This is an optimization exercise on Yosys and OpenROAD, whose aim is small area, not a production implementation.
RTL that was checked went through simulation tests only; none was proved equivalent to the original.

==> wip/xenon: inputs <==
==> flow/design.v <==
`timescale 1ns/100ps
package rv_core_pkg;
  parameter int DEFAULT_XLEN = 64;
  parameter logic [63:0] DEFAULT_RESET_PC = 64'h0;
  typedef logic [31:0] instr_t;
  typedef logic [4:0]  reg_idx_t;
  typedef logic [6:0]  opcode_t;
  typedef logic [2:0]  funct3_t;
  localparam opcode_t OPC_OP_IMM = 7'b0010011;
  localparam opcode_t OPC_OP     = 7'b0110011;
  localparam opcode_t OPC_LUI    = 7'b0110111;
  localparam opcode_t OPC_AUIPC  = 7'b0010111;
  localparam opcode_t OPC_SYSTEM = 7'b1110011;
  typedef enum logic [3:0] {
    ALU_ADD,
    ALU_SUB,
    ALU_SLT,
    ALU_XOR,
    ALU_OR,
    ALU_AND,
    ALU_SLL,
    ALU_SRL,
    ALU_SRA,
    ALU_PASS_B  
  } alu_op_e;
  typedef enum logic {
    FWD_REG,
    FWD_EX
  } fwd_sel_e;
endpackage
`timescale 1ns/100ps
module ao3_n (
  input  logic [2:0] d,
  input  logic [2:0] s,
  output logic       y_n
);
  assign y_n = ~|(d & s);
endmodule
module rf_or11 (
  input  logic [10:0] y_n,
  output logic        y
);
  assign y = ~&y_n;
endmodule
module register_file (
  input  logic        clk,
  input  logic        rst_n,
  input  logic [4:0]  raddr,
  input  logic        use_rf,
  input  logic        use_pc,
  input  logic        use_imm,
  input  logic [63:0] pc,
  input  logic [63:0] imm,
  output logic [63:0] rdata,
  input  logic        wr_en,
  input  logic [4:0]  wr_idx,
  input  logic [63:0] wr_value
);
  logic [63:0] regs [1:31];
  logic [31:1] valid;
  logic [32:0] sel;
  always_comb begin
    sel[0]  = use_pc;
    sel[32] = use_imm;
    for (int i = 1; i < 32; i++) begin
      sel[i] = use_rf && raddr == 5'(i) && valid[i];
    end
  end
  for (genvar j = 0; j < 64; j++) begin : g_bit
    logic [32:0] d;
    logic [10:0] t_n;
    always_comb begin
      d[0]  = pc[j];
      d[32] = imm[j];
      for (int i = 1; i < 32; i++) d[i] = regs[i][j];
    end
    for (genvar k = 0; k < 11; k++) begin : g_ao
      ao3_n u_ao (.d(d[3*k +: 3]), .s(sel[3*k +: 3]), .y_n(t_n[k]));
    end
    rf_or11 u_or (.y_n(t_n), .y(rdata[j]));
  end
  always_ff @(posedge clk or negedge rst_n) begin
    if (!rst_n) begin
      valid <= '0;
    end else if (wr_en) begin
      valid[wr_idx] <= 1'b1;
    end
  end
  always_ff @(posedge clk) begin
    for (int i = 1; i < 32; i++) begin
      if (wr_en && wr_idx == 5'(i)) regs[i] <= wr_value;
    end
  end
endmodule
`timescale 1ns/100ps
module instruction_fetch (
  input  logic        clk,
  input  logic        rst_n,
  input  logic [63:0] boot_addr,
  input  logic        halt,
  input  logic        imem_ack,
  output logic        imem_req,
  output logic [63:0] pc,
  output logic        capture
);
  localparam logic [1:0] IDLE = 2'd0, WAIT_ACK = 2'd1, WAIT_RELEASE = 2'd2;
  logic [1:0]  state;
  logic        idle;
  logic [63:0] cy;       
  logic        cy1_q, cy2_q;
  assign idle     = (state == IDLE);
  assign imem_req = (state == WAIT_ACK);
  assign capture  = imem_req && imem_ack;
  always_ff @(posedge clk or negedge rst_n) begin
    if (!rst_n) begin
      state <= IDLE;
    end else begin
      case (state)
        IDLE:         if (!halt && !imem_ack) state <= WAIT_ACK;
        WAIT_ACK:     if (imem_ack) state <= WAIT_RELEASE;
        WAIT_RELEASE: if (!imem_ack) state <= halt ? IDLE : WAIT_ACK;
        default:      state <= IDLE;
      endcase
    end
  end
  always_comb begin
    cy[1:0] = '0;
    for (int i = 2; i < 64; i++) begin
      if (i == 2)       cy[i] = capture;
      else if (i == 23) cy[i] = cy1_q;
      else if (i == 44) cy[i] = cy2_q;
      else              cy[i] = cy[i-1] && pc[i-1];
    end
  end
  always_ff @(posedge clk) begin
    cy1_q <= cy[22] && pc[22];
    cy2_q <= cy[43] && pc[43];
    pc    <= idle ? boot_addr : (pc ^ cy);
  end
endmodule
`timescale 1ns/100ps
module instruction_decode (
  input  logic [31:0] instr,
  output logic        use_rf0,
  output logic        use_pc0,
  output logic        rev0,
  output logic        use_rf1,
  output logic        sub,
  output logic        c_sum,
  output logic        c_xor,
  output logic        c_or,
  output logic        c_and,
  output logic        c_slt,
  output logic        c_shift,
  output logic        c_sll,
  output logic        c_sra,
  output logic        wr,
  output logic        ecall,
  output logic        i31,
  output logic [31:0] imm
);
  logic [6:0] opcode;
  logic [2:0] f3;
  logic       op_imm, op_reg, alu, lui, auipc, sys;
  assign opcode = instr[6:0];
  assign f3     = instr[14:12];
  assign op_imm = opcode == rv_core_pkg::OPC_OP_IMM;
  assign op_reg = opcode == rv_core_pkg::OPC_OP;
  assign alu    = op_imm || op_reg;
  assign lui    = opcode == rv_core_pkg::OPC_LUI;
  assign auipc  = opcode == rv_core_pkg::OPC_AUIPC;
  assign sys    = opcode == rv_core_pkg::OPC_SYSTEM;
  assign use_rf0 = !(lui || auipc);
  assign use_pc0 = auipc;
  assign rev0    = alu && f3 == 3'b001;
  assign use_rf1 = op_reg;
  assign sub     = alu && ((f3 == 3'b000 && op_reg && instr[30]) || f3 == 3'b010);
  assign c_sum   = !alu || f3 == 3'b000;
  assign c_xor   = alu && f3 == 3'b100;
  assign c_or    = alu && f3 == 3'b110;
  assign c_and   = alu && f3 == 3'b111;
  assign c_slt   = alu && f3 == 3'b010;
  assign c_shift = alu && (f3 == 3'b001 || f3 == 3'b101);
  assign c_sll   = alu && f3 == 3'b001;
  assign c_sra   = alu && f3 == 3'b101 && instr[30];
  assign wr      = ((alu && f3 != 3'b011) || lui || auipc) && instr[11:7] != 5'd0;
  assign ecall   = sys && instr[31:7] == '0;
  assign i31     = instr[31];
  assign imm     = opcode[2] ? {instr[31:12], 12'b0} : {{20{instr[31]}}, instr[31:20]};
endmodule
`timescale 1ns/100ps
module alu_adder (
  input  logic [31:0] a,
  input  logic [31:0] b,
  input  logic        sub,
  input  logic        cin,
  output logic [31:0] sum,
  output logic [31:0] p,
  output logic [31:0] g,
  output logic        cout
);
  logic [31:0] bb, gg, pp;
  logic [32:0] c;
  assign bb = b ^ {32{sub}};
  assign p  = a ^ bb;
  assign g  = a & bb;
  always_comb begin
    gg = g;
    pp = p;
    gg[0] = g[0] | (p[0] & cin);
    for (int l = 1; l <= 5; l++) begin
      for (int i = (1 << l) - 1; i < 32; i += (1 << l)) begin
        gg[i] = gg[i] | (pp[i] & gg[i - (1 << (l - 1))]);
        pp[i] = pp[i] & pp[i - (1 << (l - 1))];
      end
    end
    for (int l = 4; l >= 1; l--) begin
      for (int i = 3 * (1 << (l - 1)) - 1; i < 32; i += (1 << l)) begin
        gg[i] = gg[i] | (pp[i] & gg[i - (1 << (l - 1))]);
      end
    end
    c[0] = cin;
    for (int i = 0; i < 32; i++) c[i+1] = gg[i];
  end
  assign sum  = p ^ c[31:0];
  assign cout = c[32];
endmodule
module alu_shifter (
  input  logic [63:0] a,
  input  logic        fill,
  input  logic [2:0]  sm,     
  input  logic [2:0]  bg,     
  output logic [63:0] y_n
);
  logic [63:0] x [0:3];
  assign x[0] = a;
  for (genvar k = 0; k < 3; k++) begin : g_lvl
    localparam int DS = 1 << k;
    localparam int DL = 8 << k;
    logic fk;
    logic nn;
    assign fk = fill ^ (k % 2 == 1);
    assign nn = !(sm[k] || bg[k]);
    for (genvar i = 0; i < 64; i++) begin : g_bit
      logic [2:0] d;
      assign d[0] = x[k][i];
      assign d[1] = (i + DS < 64) ? x[k][(i + DS) % 64] : fk;
      assign d[2] = (i + DL < 64) ? x[k][(i + DL) % 64] : fk;
      ao3_n u_ao (.d(d), .s({bg[k], sm[k], nn}), .y_n(x[k+1][i]));
    end
  end
  assign y_n = x[3];
endmodule
module alu_result (
  input  logic [63:0] a,
  input  logic [63:0] b,
  input  logic [31:0] sum,
  input  logic [31:0] p,
  input  logic [31:0] g,
  input  logic [63:0] sh_n,
  input  logic        lt,
  input  logic        e_b,
  input  logic        e_rb,
  input  logic        e_sum,
  input  logic        e_p,
  input  logic        e_g,
  input  logic        e_rot,
  input  logic        e_sh,
  input  logic        e_rsh,
  input  logic        e_lt,
  output logic [63:0] y
);
  always_comb begin
    for (int i = 0; i < 64; i++) begin
      y[i] = (b[i] & e_b) | (b[63-i] & e_rb) | (!sh_n[i] & e_sh) | (!sh_n[63-i] & e_rsh);
    end
    for (int i = 0; i < 32; i++) begin
      y[i+32] = y[i+32] | (sum[i] & e_sum) | (p[i] & e_p) | (g[i] & e_g);
      y[i]    = y[i] | (a[i+32] & e_rot);
    end
    y[0] = y[0] | (lt & e_lt);
  end
endmodule
module execute_stage (
  input  logic        clk,
  input  logic [63:0] a,
  input  logic [63:0] b,
  input  logic        ph1,
  input  logic        ph2,
  input  logic        rev0,      
  input  logic        sub,
  input  logic        c_sum,
  input  logic        c_xor,
  input  logic        c_or,
  input  logic        c_and,
  input  logic        c_slt,
  input  logic        c_shift,
  input  logic        c_sll,
  input  logic        c_sra,
  output logic [63:0] y
);
  logic [31:0] b32, sum, p, g;
  logic [63:0] sh_n;
  logic        cin, cout, carry_q;
  logic [2:0]  sh_hi_q;
  logic        lt;
  logic        ph0, phx;
  assign ph0 = !ph1 && !ph2;
  assign phx = ph1 || ph2;
  always_ff @(posedge clk) begin
    carry_q <= cout;
    sh_hi_q <= b[5:3];
  end
  assign b32 = ph2 ? b[63:32] : b[31:0];
  assign cin = ph2 ? carry_q : sub;
  alu_adder u_add (.a(a[31:0]), .b(b32), .sub, .cin, .sum, .p, .g, .cout);
  assign lt = (a[31] ^ b32[31]) ? a[31] : sum[31];
  alu_shifter u_sh (
    .a,
    .fill (c_sra && a[63]),
    .sm   ({3{ph1}} & b[2:0]),
    .bg   ({3{ph2}} & sh_hi_q),
    .y_n  (sh_n)
  );
  alu_result u_res (
    .a, .b, .sum, .p, .g, .sh_n, .lt,
    .e_b   (ph0 && !rev0),
    .e_rb  (ph0 && rev0),
    .e_sum (phx && c_sum),
    .e_p   (phx && (c_xor || c_or)),
    .e_g   (phx && (c_and || c_or)),
    .e_rot ((ph1 && !c_shift) || (ph2 && !c_shift && !c_slt)),
    .e_sh  ((ph1 && c_shift) || (ph2 && c_shift && !c_sll)),
    .e_rsh (ph2 && c_sll),
    .e_lt  (ph2 && c_slt),
    .y
  );
endmodule
`timescale 1ns/100ps
module rv_core_top #(
  parameter int XLEN = rv_core_pkg::DEFAULT_XLEN
) (
  input  logic                  clk,
  input  logic                  rst_n,
  input  logic [XLEN-1:0]       boot_addr,
  output logic                  imem_req,
  output logic [XLEN-1:0]       imem_addr,
  input  logic                  imem_ack,
  input  rv_core_pkg::instr_t   imem_data,
  output logic                  retire_valid,
  output rv_core_pkg::reg_idx_t retire_rd,
  output logic [XLEN-1:0]       retire_value,
  output logic                  done
);
  logic        capture;
  logic [63:0] pc;
  logic        ph1, ph2;
  logic        ex_wr, ex_fin;
  logic        retire_q;
  logic        done_q;
  logic [4:0]  rd_q;
  logic [63:0] r;
  logic        use_rf0, use_pc0, rev0;
  logic        use_rf1, sub, c_sum, c_xor, c_or, c_and, c_slt, c_shift, c_sll, c_sra, wr, ecall;
  logic        i31;
  logic [31:0] imm;
  logic [4:0]  rs2_q;
  logic        use_rf1_q, sub_q, c_sum_q, c_xor_q, c_or_q, c_and_q, c_slt_q;
  logic        c_shift_q, c_sll_q, c_sra_q, wr_q, ecall_q, i31_q;
  logic        phx;
  logic [4:0]  raddr;
  logic        use_rf, use_pc, use_imm;
  logic [63:0] b;
  logic [63:0] y;
  instruction_fetch u_fetch (
    .clk, .rst_n, .boot_addr,
    .halt     (done_q),
    .imem_ack,
    .imem_req,
    .pc,
    .capture
  );
  instruction_decode u_decode (
    .instr (imem_data),
    .use_rf0, .use_pc0, .rev0,
    .use_rf1, .sub, .c_sum, .c_xor, .c_or, .c_and, .c_slt, .c_shift, .c_sll, .c_sra,
    .wr, .ecall, .i31, .imm
  );
  always_ff @(posedge clk) begin
    rs2_q     <= imem_data[24:20];
    use_rf1_q <= use_rf1;
    sub_q     <= sub;
    c_sum_q   <= c_sum;
    c_xor_q   <= c_xor;
    c_or_q    <= c_or;
    c_and_q   <= c_and;
    c_slt_q   <= c_slt;
    c_shift_q <= c_shift;
    c_sll_q   <= c_sll;
    c_sra_q   <= c_sra;
    wr_q      <= wr;
    ecall_q   <= ecall;
    i31_q     <= i31;
  end
  assign phx     = ph1 || ph2;
  assign raddr   = phx ? rs2_q : imem_data[19:15];
  assign use_rf  = phx ? use_rf1_q : use_rf0;
  assign use_pc  = !phx && use_pc0;
  assign use_imm = phx && !use_rf1_q;
  register_file u_regfile (
    .clk, .rst_n,
    .raddr, .use_rf, .use_pc, .use_imm, .pc,
    .imm      ({{32{i31_q}}, imm}),
    .rdata    (b),
    .wr_en    (retire_q),
    .wr_idx   (rd_q),
    .wr_value (r)
  );
  execute_stage u_execute (
    .clk,
    .a       (r),
    .b,
    .ph1, .ph2,
    .rev0,
    .sub     (sub_q),
    .c_sum   (c_sum_q),
    .c_xor   (c_xor_q),
    .c_or    (c_or_q),
    .c_and   (c_and_q),
    .c_slt   (c_slt_q),
    .c_shift (c_shift_q),
    .c_sll   (c_sll_q),
    .c_sra   (c_sra_q),
    .y
  );
  always_ff @(posedge clk or negedge rst_n) begin
    if (!rst_n) begin
      ph1      <= 1'b0;
      ph2      <= 1'b0;
      ex_wr    <= 1'b0;
      ex_fin   <= 1'b0;
      retire_q <= 1'b0;
      done_q   <= 1'b0;
    end else begin
      ph1      <= capture;
      ph2      <= ph1;
      ex_wr    <= ph1 && wr_q;
      ex_fin   <= ph1 && ecall_q;
      retire_q <= ex_wr && !done_q;
      if (ex_fin) done_q <= 1'b1;
    end
  end
  always_ff @(posedge clk) begin
    r <= y;
    if (ph1) rd_q <= imem_data[11:7];
  end
  assign imem_addr    = pc;
  assign retire_valid = retire_q;
  assign retire_rd    = rd_q;
  assign retire_value = r;
  assign done         = done_q;
endmodule
==> flow/run.sh <==
#!/bin/bash
# synth_recipe.tcl (not shown) runs the flow's synth.tcl, then flattens the netlist and writes it again
# the make line also repeats each setting of config.mk as NAME=value (left out here)
make -C /OpenROAD-flow-scripts/flow DESIGN_CONFIG=/design/flow/config.mk WORK_HOME=/design/flow/orfs CLKGATE_MAP_FILE= SYNTH_SCRIPT=/design/flow/synth_recipe.tcl finish
==> flow/config.mk <==
export PLATFORM = sky130hd
export DESIGN_NAME = rv_core_top
export DESIGN_NICKNAME = rv_core_top
export VERILOG_FILES = /design/flow/design.v
export SDC_FILE = /design/flow/constraint.sdc
export NUM_CORES = 4
export LEC_CHECK = 0
export CAP_MARGIN = 0
export CORE_MARGIN = 2
export CORE_UTILIZATION = 35
export CTS_BUF_LIST = sky130_fd_sc_hd__clkbuf_16
export CTS_CLUSTER_DIAMETER = 120
export CTS_CLUSTER_SIZE = 40
export GPL_TIMING_DRIVEN = 0
export PLACE_DENSITY = 0.42
export SLEW_MARGIN = 0
export SYNTH_HIERARCHICAL = 1
==> flow/constraint.sdc <==
create_clock -name core_clock -period 7.0 [get_ports {clk}]
set_input_delay 1.4000 -clock core_clock [delete_from_list [all_inputs] [get_ports {clk}]]
set_output_delay 1.4000 -clock core_clock [all_outputs]
set_load 0.01 [all_outputs]
==> wip/cedar: changes against wip/xenon <==
--- a/flow/design.v
+++ b/flow/design.v
@@ -31,14 +31,22 @@
 `timescale 1ns/100ps
-module ao3_n (
-  input  logic [2:0] d,
-  input  logic [2:0] s,
-  output logic       y_n
+module ao3_n #(
+  parameter int W = 64
+) (
+  input  logic [W-1:0] d0,
+  input  logic [W-1:0] d1,
+  input  logic [W-1:0] d2,
+  input  logic         s0,
+  input  logic         s1,
+  input  logic         s2,
+  output logic [W-1:0] y_n
 );
-  assign y_n = ~|(d & s);
+  assign y_n = ~((d0 & {W{s0}}) | (d1 & {W{s1}}) | (d2 & {W{s2}}));
 endmodule
-module rf_or11 (
-  input  logic [10:0] y_n,
-  output logic        y
+module rf_or11 #(
+  parameter int W = 64
+) (
+  input  logic [W-1:0] t0, t1, t2, t3, t4, t5, t6, t7, t8, t9, t10,
+  output logic [W-1:0] y
 );
-  assign y = ~&y_n;
+  assign y = ~(t0 & t1 & t2 & t3 & t4 & t5 & t6 & t7 & t8 & t9 & t10);
 endmodule
@@ -54,2 +62,4 @@
   output logic [63:0] rdata,
+  input  logic [4:0]  raddr2,
+  output logic [2:0]  rdata2,    
   input  logic        wr_en,
@@ -68,15 +78,48 @@
   end
-  for (genvar j = 0; j < 64; j++) begin : g_bit
-    logic [32:0] d;
-    logic [10:0] t_n;
-    always_comb begin
-      d[0]  = pc[j];
-      d[32] = imm[j];
-      for (int i = 1; i < 32; i++) d[i] = regs[i][j];
-    end
-    for (genvar k = 0; k < 11; k++) begin : g_ao
-      ao3_n u_ao (.d(d[3*k +: 3]), .s(sel[3*k +: 3]), .y_n(t_n[k]));
+  logic [63:0] src [0:32];
+  logic [63:0] t_n [0:10];
+  always_comb begin
+    src[0]  = pc;
+    src[32] = imm;
+    for (int i = 1; i < 32; i++) src[i] = regs[i];
+  end
+  for (genvar k = 0; k < 11; k++) begin : g_ao
+    ao3_n #(.W(64)) u_ao (
+      .d0 (src[3*k]), .d1 (src[3*k+1]), .d2 (src[3*k+2]),
+      .s0 (sel[3*k]), .s1 (sel[3*k+1]), .s2 (sel[3*k+2]),
+      .y_n(t_n[k])
+    );
+  end
+  rf_or11 #(.W(64)) u_or (
+    .t0(t_n[0]), .t1(t_n[1]), .t2(t_n[2]), .t3(t_n[3]), .t4(t_n[4]), .t5(t_n[5]),
+    .t6(t_n[6]), .t7(t_n[7]), .t8(t_n[8]), .t9(t_n[9]), .t10(t_n[10]),
+    .y (rdata)
+  );
+  logic [32:0] sel2;
+  always_comb begin
+    sel2[0]  = 1'b0;
+    sel2[32] = 1'b0;
+    for (int i = 1; i < 32; i++) begin
+      sel2[i] = raddr2 == 5'(i) && valid[i];
     end
-    rf_or11 u_or (.y_n(t_n), .y(rdata[j]));
   end
+  logic [2:0] src2 [0:32];
+  logic [2:0] t2_n [0:10];
+  always_comb begin
+    src2[0]  = '0;
+    src2[32] = '0;
+    for (int i = 1; i < 32; i++) src2[i] = regs[i][2:0];
+  end
+  for (genvar k = 0; k < 11; k++) begin : g_ao2
+    ao3_n #(.W(3)) u_ao (
+      .d0 (src2[3*k]), .d1 (src2[3*k+1]), .d2 (src2[3*k+2]),
+      .s0 (sel2[3*k]), .s1 (sel2[3*k+1]), .s2 (sel2[3*k+2]),
+      .y_n(t2_n[k])
+    );
+  end
+  rf_or11 #(.W(3)) u_or2 (
+    .t0(t2_n[0]), .t1(t2_n[1]), .t2(t2_n[2]), .t3(t2_n[3]), .t4(t2_n[4]), .t5(t2_n[5]),
+    .t6(t2_n[6]), .t7(t2_n[7]), .t8(t2_n[8]), .t9(t2_n[9]), .t10(t2_n[10]),
+    .y (rdata2)
+  );
   always_ff @(posedge clk or negedge rst_n) begin
@@ -201,3 +244,3 @@
 );
-  logic [31:0] bb, gg, pp;
+  logic [31:0] bb;
   logic [32:0] c;
@@ -206,20 +249,21 @@
   assign g  = a & bb;
-  always_comb begin
-    gg = g;
-    pp = p;
-    gg[0] = g[0] | (p[0] & cin);
-    for (int l = 1; l <= 5; l++) begin
-      for (int i = (1 << l) - 1; i < 32; i += (1 << l)) begin
-        gg[i] = gg[i] | (pp[i] & gg[i - (1 << (l - 1))]);
-        pp[i] = pp[i] & pp[i - (1 << (l - 1))];
-      end
-    end
-    for (int l = 4; l >= 1; l--) begin
-      for (int i = 3 * (1 << (l - 1)) - 1; i < 32; i += (1 << l)) begin
-        gg[i] = gg[i] | (pp[i] & gg[i - (1 << (l - 1))]);
+  logic [31:0] gl [0:5];
+  logic [31:0] pl [0:5];
+  assign gl[0] = {g[31:1], g[0] | (p[0] & cin)};
+  assign pl[0] = p;
+  for (genvar l = 1; l <= 5; l++) begin : g_lvl
+    logic [31:0] gs, ps;
+    for (genvar i = 0; i < 32; i++) begin : g_bit
+      if (((i >> (l - 1)) & 1) == 1) begin : g_comb
+        assign gs[i] = gl[l-1][((i >> (l - 1)) << (l - 1)) - 1];
+        assign ps[i] = pl[l-1][((i >> (l - 1)) << (l - 1)) - 1];
+      end else begin : g_pass
+        assign gs[i] = 1'b0;
+        assign ps[i] = 1'b1;
       end
     end
-    c[0] = cin;
-    for (int i = 0; i < 32; i++) c[i+1] = gg[i];
+    assign gl[l] = gl[l-1] | (pl[l-1] & gs);
+    assign pl[l] = pl[l-1] & ps;
   end
+  assign c = {gl[5], cin};
   assign sum  = p ^ c[31:0];
@@ -243,9 +287,9 @@
     assign nn = !(sm[k] || bg[k]);
-    for (genvar i = 0; i < 64; i++) begin : g_bit
-      logic [2:0] d;
-      assign d[0] = x[k][i];
-      assign d[1] = (i + DS < 64) ? x[k][(i + DS) % 64] : fk;
-      assign d[2] = (i + DL < 64) ? x[k][(i + DL) % 64] : fk;
-      ao3_n u_ao (.d(d), .s({bg[k], sm[k], nn}), .y_n(x[k+1][i]));
-    end
+    ao3_n #(.W(64)) u_ao (
+      .d0 (x[k]),
+      .d1 ({{DS{fk}}, x[k][63:DS]}),
+      .d2 ({{DL{fk}}, x[k][63:DL]}),
+      .s0 (nn), .s1 (sm[k]), .s2 (bg[k]),
+      .y_n(x[k+1])
+    );
   end
@@ -272,12 +316,9 @@
 );
-  always_comb begin
-    for (int i = 0; i < 64; i++) begin
-      y[i] = (b[i] & e_b) | (b[63-i] & e_rb) | (!sh_n[i] & e_sh) | (!sh_n[63-i] & e_rsh);
-    end
-    for (int i = 0; i < 32; i++) begin
-      y[i+32] = y[i+32] | (sum[i] & e_sum) | (p[i] & e_p) | (g[i] & e_g);
-      y[i]    = y[i] | (a[i+32] & e_rot);
-    end
-    y[0] = y[0] | (lt & e_lt);
-  end
+  function automatic logic [63:0] rev(input logic [63:0] v);
+    for (int i = 0; i < 64; i++) rev[i] = v[63-i];
+  endfunction
+  assign y = (b & {64{e_b}}) | (rev(b) & {64{e_rb}}) |
+             (~sh_n & {64{e_sh}}) | (rev(~sh_n) & {64{e_rsh}}) |
+             {(sum & {32{e_sum}}) | (p & {32{e_p}}) | (g & {32{e_g}}), a[63:32] & {32{e_rot}}} |
+             {63'b0, lt & e_lt};
 endmodule
@@ -287,2 +328,3 @@
   input  logic [63:0] b,
+  input  logic [2:0]  sh_lo,     
   input  logic        ph1,
@@ -320,3 +362,3 @@
     .fill (c_sra && a[63]),
-    .sm   ({3{ph1}} & b[2:0]),
+    .sm   ({3{ph1}} & sh_lo),
     .bg   ({3{ph2}} & sh_hi_q),
@@ -373,2 +415,3 @@
   logic [63:0] b;
+  logic [2:0]  rs2_lo;
   logic [63:0] y;
@@ -414,2 +457,4 @@
     .rdata    (b),
+    .raddr2   (rs2_q),
+    .rdata2   (rs2_lo),
     .wr_en    (retire_q),
@@ -422,2 +467,3 @@
     .b,
+    .sh_lo   (use_rf1_q ? rs2_lo : imem_data[22:20]),
     .ph1, .ph2,
==> flow/flow/run.sh (new file) <==
#!/bin/bash
# The standard layout, with two changes passed to ORFS through its variables:
# the port buffers are buf_1 cells, and clock tree synthesis inserts no dummy
# loads. Each step's full log stays in orfs/logs; make's output goes to
# flow_make.log.
set -o pipefail
export BUFFER_PORTS_ARGS="-buffer_cell sky130_fd_sc_hd__buf_1"
export CTS_ARGS="-sink_clustering_enable -repair_clock_nets -dont_use_dummy_load -sink_clustering_size 22 -sink_clustering_max_diameter 70 -buf_list sky130_fd_sc_hd__clkbuf_16"
bash standard.sh > flow_make.log 2>&1
==> flow/standard.sh (new file) <==
#!/bin/bash
# synth_recipe.tcl (not shown) runs the flow's synth.tcl, then flattens the netlist and writes it again
# the make line also repeats each setting of config.mk as NAME=value (left out here)
make -C /OpenROAD-flow-scripts/flow DESIGN_CONFIG=/design/flow/config.mk WORK_HOME=/design/flow/orfs CLKGATE_MAP_FILE= SYNTH_SCRIPT=/design/flow/synth_recipe.tcl "${@:-finish}"
CELL_PAD_IN_SITES_DETAIL_PLACEMENT = 1   (was not set)
CELL_PAD_IN_SITES_GLOBAL_PLACEMENT = 2   (was not set)
CORE_UTILIZATION = 45   (was 35)
CTS_CLUSTER_DIAMETER = 70   (was 120)
CTS_CLUSTER_SIZE = 22   (was 40)
GPL_TIMING_DRIVEN = not set   (was 0)
PLACE_DENSITY = 0.6   (was 0.42)
removed: flow/run.sh
==> notes.md <==
- wip/cedar finished with timing, DRC and antenna clean. wip/xenon did not get past global routing (5_1_grt) (GRT-0232).
- Against wip/cedar, the synthesized cell count of wip/xenon is lower by 8.1%.
- In wip/xenon the synthesized area is smaller than in wip/cedar, by about 4%.
==> figures <==
Proportion of netlist area held by the largest area contributor: wip/xenon 72.20%; wip/cedar 69.36%
Total standard cell area after synthesis: wip/xenon 82800 um^2; wip/cedar 86200 um^2
Post-synthesis cell type count: wip/xenon 83; wip/cedar 91
Die height: wip/xenon 490.4 um; wip/cedar 441.7 um
Clock buffer count from CTS: wip/xenon 68; wip/cedar 147
Number of levels in the clock H-tree: wip/xenon 3; wip/cedar 4
Status: wip/xenon did not finish; wip/cedar complete, no violations
Last stage reached: wip/xenon global routing (5_1_grt); wip/cedar -
Xor and xnor fraction of the mapped netlist area: wip/xenon 0.5500%; wip/cedar 0.6271%
Routability-driven placement congestion ratio: wip/xenon 0.9084; wip/cedar 0.9373
Basic-gate share of the synthesized area counting and, or, nand and nor cells: wip/xenon 4.115%; wip/cedar 4.446%
Placed Cells: wip/xenon 7916; wip/cedar 7854
Count of instances resized after the clock tree is built: wip/xenon 3; wip/cedar 0
Synthesized-area fraction occupied by ao, oa, aoi and oai cells: wip/xenon 13.36%; wip/cedar 13.41%
Mux cell area share after synthesis: wip/xenon 1.736%; wip/cedar 1.707%
Number of rows in the core area: wip/xenon 178; wip/cedar 160
Pre-CTS setup slack: wip/xenon -2.438 ns; wip/cedar -0.7181 ns
Synthesized-area fraction occupied by adder cells: wip/xenon 1.998%; wip/cedar 1.704%
Number of buffers added on ports: wip/xenon 232; wip/cedar 234
Die boundary width: wip/xenon 490.4 um; wip/cedar 441.7 um
Function not checked in wip/xenon: the RTL went through the layout flow alone.

==> what the ideal ports hide <==
In the flow no input, the clock included, has a driving cell. The finished layout below was timed again as built, in two steps. Step 1 (the two cells are an assumption about what drives the block):
set clk [get_ports {clk}]
set_driving_cell -lib_cell sky130_fd_sc_hd__clkbuf_16 $clk
set_driving_cell -lib_cell sky130_fd_sc_hd__buf_2 [delete_from_list [all_inputs] $clk]
Step 2 adds t to the input delays and takes it off the output delays; t is the mean of the earliest and latest rising clock arrival at the registers after step 1. Input paths then give back, and output paths get back, about the clock's delay inside the block. Three values: no drivers, after step 1, after step 2; two values: the first two.
run: wip/cedar
t (ns): 0.883
slack for setup (ns): 0.145 / 0.208 / -0.675
hold slack, ns: 0.459 / 0.459 / 0.459
worst slew at a driven data input, ns: 0.08
With both steps, setup timing fails in wip/cedar, where it was met with ideal ports. For wip/cedar, drivers alone change the setup slack by +0.063 ns; drivers and shift together by -0.820 ns.
